From an optimization exercise on the open Yosys and OpenROAD flow, aimed at small area, a short achievable clock period and few clock cycles per item; shortcuts taken in it are not production practice.
Where RTL was checked, it was by simulation tests only, not by an equivalence proof against the original.
Power is estimated from default activity; no workload was simulated.

==> flow/design.v <==
`default_nettype none
package pgtp_pkg;
  localparam int unsigned PIX_W  = 4;
  localparam int unsigned ROW_W  = 32;
  localparam int unsigned COLS   = 8;
  localparam int unsigned SLOT_OUT_W = 5;
  localparam logic CMD_GLYPH = 1'b0;
  localparam logic CMD_PAD   = 1'b1;
  localparam logic [2:0] LAST_ROW = 3'd7;
  typedef struct packed {
    logic        command;
    logic [3:0]  glyph_width;
    logic [2:0]  row_number;
    logic [31:0] upper_glyph_row;
    logic [31:0] lower_glyph_row;
  } glyph_item_t;
  typedef struct packed {
    logic       wr_en;
    logic       fill_en;
    logic [2:0] fill_next;
    logic       slot_inc;
    logic       slot_clr;
    logic       emit;
    logic       done;
  } store_ctl_t;
endpackage
`default_nettype wire
`default_nettype none
import pgtp_pkg::*;
module pgtp_merge_mask (
  input  logic       pad,
  input  logic [3:0] width,
  input  logic [2:0] fill,
  output logic [7:0] rmask,       
  output logic [2:0] fill_next    
);
  logic [2:0] k [COLS];
  always_comb begin
    for (int c = 0; c < COLS; c++) begin
      k[c]     = 3'(3'(c) - fill);
      rmask[c] = width[3]
               | (width[2] & !k[c][2])
               | (!(width[2] ^ k[c][2]) & ((width[1] & !k[c][1])
                                          | (!(width[1] ^ k[c][1]) & width[0] & !k[c][0])));
    end
  end
  assign fill_next = pad ? 3'd0 : width[3] ? fill : (fill + width[2:0]);
endmodule
module pgtp_merge (
  input  logic        pad,         
  input  logic        step,        
  input  logic [2:0]  fill,
  input  logic [7:0]  rmask,
  input  logic [31:0] row_upper,
  input  logic [31:0] row_lower,
  input  logic [31:0] buf_upper,
  input  logic [31:0] buf_lower,
  output logic        emit,        
  output logic [31:0] wb_upper,
  output logic [31:0] wb_lower,
  output logic [31:0] res_upper,
  output logic [31:0] res_lower
);
  logic [31:0] rot_u, rot_l;
  logic [7:0]  fill_ge, take_out, take_wb, tw;
  logic        over, keep_out, keep_wb, wr, kw;
  always_comb begin
    for (int c = 0; c < COLS; c++) fill_ge[c] = (3'(c) >= fill);
  end
  assign over     = !pad && rmask[7];
  assign keep_out = (fill != 3'd0);
  assign take_out = pad ? fill_ge : (rmask & fill_ge);
  assign take_wb  = pad ? fill_ge : (rmask & (~fill_ge | {COLS{!over}}));
  assign keep_wb  = pad || (!over && keep_out);
  assign emit     = pad ? keep_out : over;
  assign wr       = pad ? keep_out : 1'b1;
  assign rot_u = ({row_upper, row_upper} << {fill, 2'b00}) >> 32;
  assign rot_l = ({row_lower, row_lower} << {fill, 2'b00}) >> 32;
  assign kw = keep_wb || !(step && wr);
  assign tw = take_wb & {COLS{step && wr}};
  always_comb begin
    for (int c = 0; c < COLS; c++) begin
      wb_upper [PIX_W*c +: PIX_W] = (buf_upper[PIX_W*c +: PIX_W] & {PIX_W{kw}})
                                  | (rot_u[PIX_W*c +: PIX_W]     & {PIX_W{tw[c]}});
      wb_lower [PIX_W*c +: PIX_W] = (buf_lower[PIX_W*c +: PIX_W] & {PIX_W{kw}})
                                  | (rot_l[PIX_W*c +: PIX_W]     & {PIX_W{tw[c]}});
      res_upper[PIX_W*c +: PIX_W] = (buf_upper[PIX_W*c +: PIX_W] & {PIX_W{keep_out}})
                                  | (rot_u[PIX_W*c +: PIX_W]     & {PIX_W{take_out[c]}});
      res_lower[PIX_W*c +: PIX_W] = (buf_lower[PIX_W*c +: PIX_W] & {PIX_W{keep_out}})
                                  | (rot_l[PIX_W*c +: PIX_W]     & {PIX_W{take_out[c]}});
    end
  end
endmodule
`default_nettype wire
`default_nettype none
import pgtp_pkg::*;
module pgtp_row_store (
  input  logic        clk,
  input  logic [31:0] wb_upper,
  input  logic [31:0] wb_lower,
  output logic [31:0] head_upper,
  output logic [31:0] head_lower
);
  logic [31:0] ring_u [COLS];
  logic [31:0] ring_l [COLS];
  always_ff @(posedge clk) begin
    for (int k = 0; k < COLS - 1; k++) begin
      ring_u[k] <= ring_u[k+1];
      ring_l[k] <= ring_l[k+1];
    end
    ring_u[COLS-1] <= wb_upper;
    ring_l[COLS-1] <= wb_lower;
  end
  assign head_upper = ring_u[0];
  assign head_lower = ring_l[0];
endmodule
`default_nettype wire
`default_nettype none
import pgtp_pkg::*;
module proportional_glyph_tile_packer_core #(
  parameter int unsigned MAX_TILES = 32
) (
  input  logic        clk,
  input  logic        rst,
  input  logic        glyph_valid,
  output logic        glyph_ready,
  input  logic        glyph_command,
  input  logic [3:0]  glyph_glyph_width,
  input  logic [2:0]  glyph_row_number,
  input  logic [31:0] glyph_upper_glyph_row,
  input  logic [31:0] glyph_lower_glyph_row,
  output logic        tile_valid,
  input  logic        tile_ready,
  output logic [4:0]  tile_tile_slot,
  output logic [2:0]  tile_out_row_number,
  output logic [31:0] tile_upper_tile_row,
  output logic [31:0] tile_lower_tile_row,
  output logic        tile_string_done
);
  localparam int unsigned SLOT_W = (MAX_TILES > 1) ? $clog2(MAX_TILES) : 1;
  localparam logic [SLOT_W-1:0] SLOT_LAST = SLOT_W'(MAX_TILES - 1);
  logic [2:0]        phase;      
  logic [2:0]        fill;
  logic [SLOT_W-1:0] slot;
  logic        out_valid;
  logic [4:0]  out_slot;
  logic [2:0]  out_row;
  logic [31:0] out_upper, out_lower;
  logic        out_done;
  logic [31:0] head_u, head_l, wb_u, wb_l, res_u, res_l;
  logic [7:0]  rmask;
  logic [2:0]  fill_next;
  logic        emit, step, last, pad;
  assign last = (glyph_row_number == LAST_ROW);
  assign pad  = (glyph_command == CMD_PAD);
  assign glyph_ready = (glyph_row_number == phase) && (!out_valid || tile_ready);
  assign step        = glyph_valid && glyph_ready;
  pgtp_merge_mask u_mask (
    .pad       (pad),
    .width     (glyph_glyph_width),
    .fill      (fill),
    .rmask     (rmask),
    .fill_next (fill_next)
  );
  pgtp_merge u_merge (
    .pad       (pad),
    .step      (step),
    .fill      (fill),
    .rmask     (rmask),
    .row_upper (glyph_upper_glyph_row),
    .row_lower (glyph_lower_glyph_row),
    .buf_upper (head_u),
    .buf_lower (head_l),
    .emit      (emit),
    .wb_upper  (wb_u),
    .wb_lower  (wb_l),
    .res_upper (res_u),
    .res_lower (res_l)
  );
  pgtp_row_store u_store (
    .clk        (clk),
    .wb_upper   (wb_u),
    .wb_lower   (wb_l),
    .head_upper (head_u),
    .head_lower (head_l)
  );
  always_ff @(posedge clk) begin
    if (rst) begin
      phase <= 3'd0;
      fill  <= 3'd0;
      slot  <= '0;
    end else begin
      phase <= phase + 3'd1;
      if (step && last) begin
        fill <= fill_next;
        if (pad) begin
          slot <= '0;
        end else if (emit) begin
          slot <= (slot == SLOT_LAST) ? '0 : slot + 1'b1;
        end
      end
    end
  end
  always_ff @(posedge clk) begin
    if (rst) begin
      out_valid <= 1'b0;
    end else if (step && emit) begin
      out_valid <= 1'b1;
    end else if (tile_ready) begin
      out_valid <= 1'b0;
    end
  end
  always_ff @(posedge clk) begin
    if (step && emit) begin
      out_slot  <= 5'(slot);
      out_row   <= glyph_row_number;
      out_upper <= res_u;
      out_lower <= res_l;
      out_done  <= pad && last;
    end
  end
  assign tile_valid          = out_valid;
  assign tile_tile_slot      = out_slot;
  assign tile_out_row_number = out_row;
  assign tile_upper_tile_row = out_upper;
  assign tile_lower_tile_row = out_lower;
  assign tile_string_done    = out_done;
endmodule
`default_nettype wire
Settings: LEC_CHECK=0, ABC_CLOCK_PERIOD_IN_PS=2500, CAP_MARGIN=20, CORE_MARGIN=2, CORE_UTILIZATION=45, CTS_BUF_LIST=sky130_fd_sc_hd__clkbuf_16, CTS_CLUSTER_DIAMETER=100, CTS_CLUSTER_SIZE=25, SETUP_SLACK_MARGIN=2.45, SLEW_MARGIN=20; clock period 5.0 ns.
standard.sh (not shown) runs the stock make flow with config.mk's settings and CLKGATE_MAP_FILE= SYNTH_SCRIPT=/design/flow/synth_recipe.tcl, a recipe that flattens the netlist after the stock synthesis.
==> flow/flow/run.sh <==
#!/bin/bash
cp standard.sh standard_sh.log
export BUFFER_PORTS_ARGS="-buffer_cell sky130_fd_sc_hd__buf_1"
bash standard.sh > standard.log 2>&1
The first run went through all stages and came out clean.
Testbench counts at the start, summed over its fixed seeds: cycles 13,096, rows 13,032.
Change:
--- a/flow/design.v
+++ b/flow/design.v
@@ -30,27 +30,31 @@
 module pgtp_merge_mask (
   input  logic       pad,
   input  logic [3:0] width,
   input  logic [2:0] fill,
+  input  logic [7:0] fill_hot,    
   output logic [7:0] rmask,       
-  output logic [2:0] fill_next    
-);
-  logic [2:0] k [COLS];
-  always_comb begin
+  output logic [2:0] fill_next,   
+  output logic [7:0] fill_hot_next
+);
+  logic [7:0] wt;    
+  always_comb begin
+    for (int j = 0; j < COLS; j++) wt[j] = (width > 4'(j));
     for (int c = 0; c < COLS; c++) begin
-      k[c]     = 3'(3'(c) - fill);
-      rmask[c] = width[3]
-               | (width[2] & !k[c][2])
-               | (!(width[2] ^ k[c][2]) & ((width[1] & !k[c][1])
-                                          | (!(width[1] ^ k[c][1]) & width[0] & !k[c][0])));
+      rmask[c] = 1'b0;
+      for (int f = 0; f < COLS; f++) rmask[c] = rmask[c] | (fill_hot[f] & wt[(c - f) & 7]);
     end
   end
   assign fill_next = pad ? 3'd0 : width[3] ? fill : (fill + width[2:0]);
+  always_comb begin
+    for (int f = 0; f < COLS; f++) fill_hot_next[f] = (fill_next == 3'(f));
+  end
 endmodule
 module pgtp_merge (
   input  logic        pad,         
   input  logic        step,        
   input  logic [2:0]  fill,
+  input  logic [7:0]  fill_hot,    
   input  logic [7:0]  rmask,
   input  logic [31:0] row_upper,
   input  logic [31:0] row_lower,
   input  logic [31:0] buf_upper,
@@ -64,12 +68,15 @@
   logic [31:0] rot_u, rot_l;
   logic [7:0]  fill_ge, take_out, take_wb, tw;
   logic        over, keep_out, keep_wb, wr, kw;
   always_comb begin
-    for (int c = 0; c < COLS; c++) fill_ge[c] = (3'(c) >= fill);
+    for (int c = 0; c < COLS; c++) begin
+      fill_ge[c] = 1'b0;
+      for (int f = 0; f <= c; f++) fill_ge[c] = fill_ge[c] | fill_hot[f];
+    end
   end
   assign over     = !pad && rmask[7];
-  assign keep_out = (fill != 3'd0);
+  assign keep_out = !fill_hot[0];
   assign take_out = pad ? fill_ge : (rmask & fill_ge);
   assign take_wb  = pad ? fill_ge : (rmask & (~fill_ge | {COLS{!over}}));
   assign keep_wb  = pad || (!over && keep_out);
   assign emit     = pad ? keep_out : over;
@@ -140,8 +147,9 @@
   localparam int unsigned SLOT_W = (MAX_TILES > 1) ? $clog2(MAX_TILES) : 1;
   localparam logic [SLOT_W-1:0] SLOT_LAST = SLOT_W'(MAX_TILES - 1);
   logic [2:0]        phase;      
   logic [2:0]        fill;
+  logic [7:0]        fill_hot;   
   logic [SLOT_W-1:0] slot;
   logic        out_valid;
   logic [4:0]  out_slot;
   logic [2:0]  out_row;
@@ -149,24 +157,28 @@
   logic        out_done;
   logic [31:0] head_u, head_l, wb_u, wb_l, res_u, res_l;
   logic [7:0]  rmask;
   logic [2:0]  fill_next;
+  logic [7:0]  fill_hot_next;
   logic        emit, step, last, pad;
   assign last = (glyph_row_number == LAST_ROW);
   assign pad  = (glyph_command == CMD_PAD);
   assign glyph_ready = (glyph_row_number == phase) && (!out_valid || tile_ready);
   assign step        = glyph_valid && glyph_ready;
   pgtp_merge_mask u_mask (
     .pad       (pad),
     .width     (glyph_glyph_width),
-    .fill      (fill),
-    .rmask     (rmask),
-    .fill_next (fill_next)
+    .fill          (fill),
+    .fill_hot      (fill_hot),
+    .rmask         (rmask),
+    .fill_next     (fill_next),
+    .fill_hot_next (fill_hot_next)
   );
   pgtp_merge u_merge (
     .pad       (pad),
     .step      (step),
     .fill      (fill),
+    .fill_hot  (fill_hot),
     .rmask     (rmask),
     .row_upper (glyph_upper_glyph_row),
     .row_lower (glyph_lower_glyph_row),
     .buf_upper (head_u),
@@ -186,14 +198,16 @@
   );
   always_ff @(posedge clk) begin
     if (rst) begin
       phase <= 3'd0;
-      fill  <= 3'd0;
-      slot  <= '0;
+      fill     <= 3'd0;
+      fill_hot <= 8'd1;
+      slot     <= '0;
     end else begin
       phase <= phase + 3'd1;
       if (step && last) begin
-        fill <= fill_next;
+        fill     <= fill_next;
+        fill_hot <= fill_hot_next;
         if (pad) begin
           slot <= '0;
         end else if (emit) begin
           slot <= (slot == SLOT_LAST) ? '0 : slot + 1'b1;
=>
- final area came out higher by a few percent
- clock-buffer cell count came out higher by 2
- wire length came out higher by a few percent
- total power came out lower by a few percent
- cell count came out higher by a few percent
- synthesized cell count came out higher by a little under a tenth
- sequential power came out lower by a few percent
- global-route usage came out higher by 0.77 points
- via count came out higher by a few percent
- die area came out higher slightly
- fmax came out lower by a few percent
- register-to-register slack degrades by 0.15 ns
- hold slack degrades by 0.0062 ns
- setup slack degrades by 0.13 ns
No functional check of the RTL was part of the second run of this note.

-- static timing again, ports no longer ideal --
No port has a modelled driver above. Below, the same layouts with a new extraction and two added sets of constraints.
Step 1, drivers: a clkbuf_16 drives clk and a buf_2 each remaining input, both assumed.
Step 2 adds t to the input delays and takes it off the output delays; t is the mean of the earliest and latest rising clock arrival at the registers after step 1. Input paths then give back, and output paths get back, about the clock's delay inside the block.
a / b / c = ideal ports / drivers / drivers and shift; a / b = the first two.
| run | t, ns | setup WS [ns] | worst hold slack (ns) | worst setup path at the end |
|---|---|---|---|---|
| the first run | 0.626 | 2.401 / 2.359 / 1.925 | 0.323 / 0.323 / 0.323 | input to register |
| the second run | 0.628 | 2.271 / 2.273 / 1.645 | 0.317 / 0.317 / 0.317 | input to register |
After both steps every run listed still meets setup and hold. The setup slack of the second run, which loses most, moves by +0.002 ns with the drivers and by -0.626 ns with both steps.
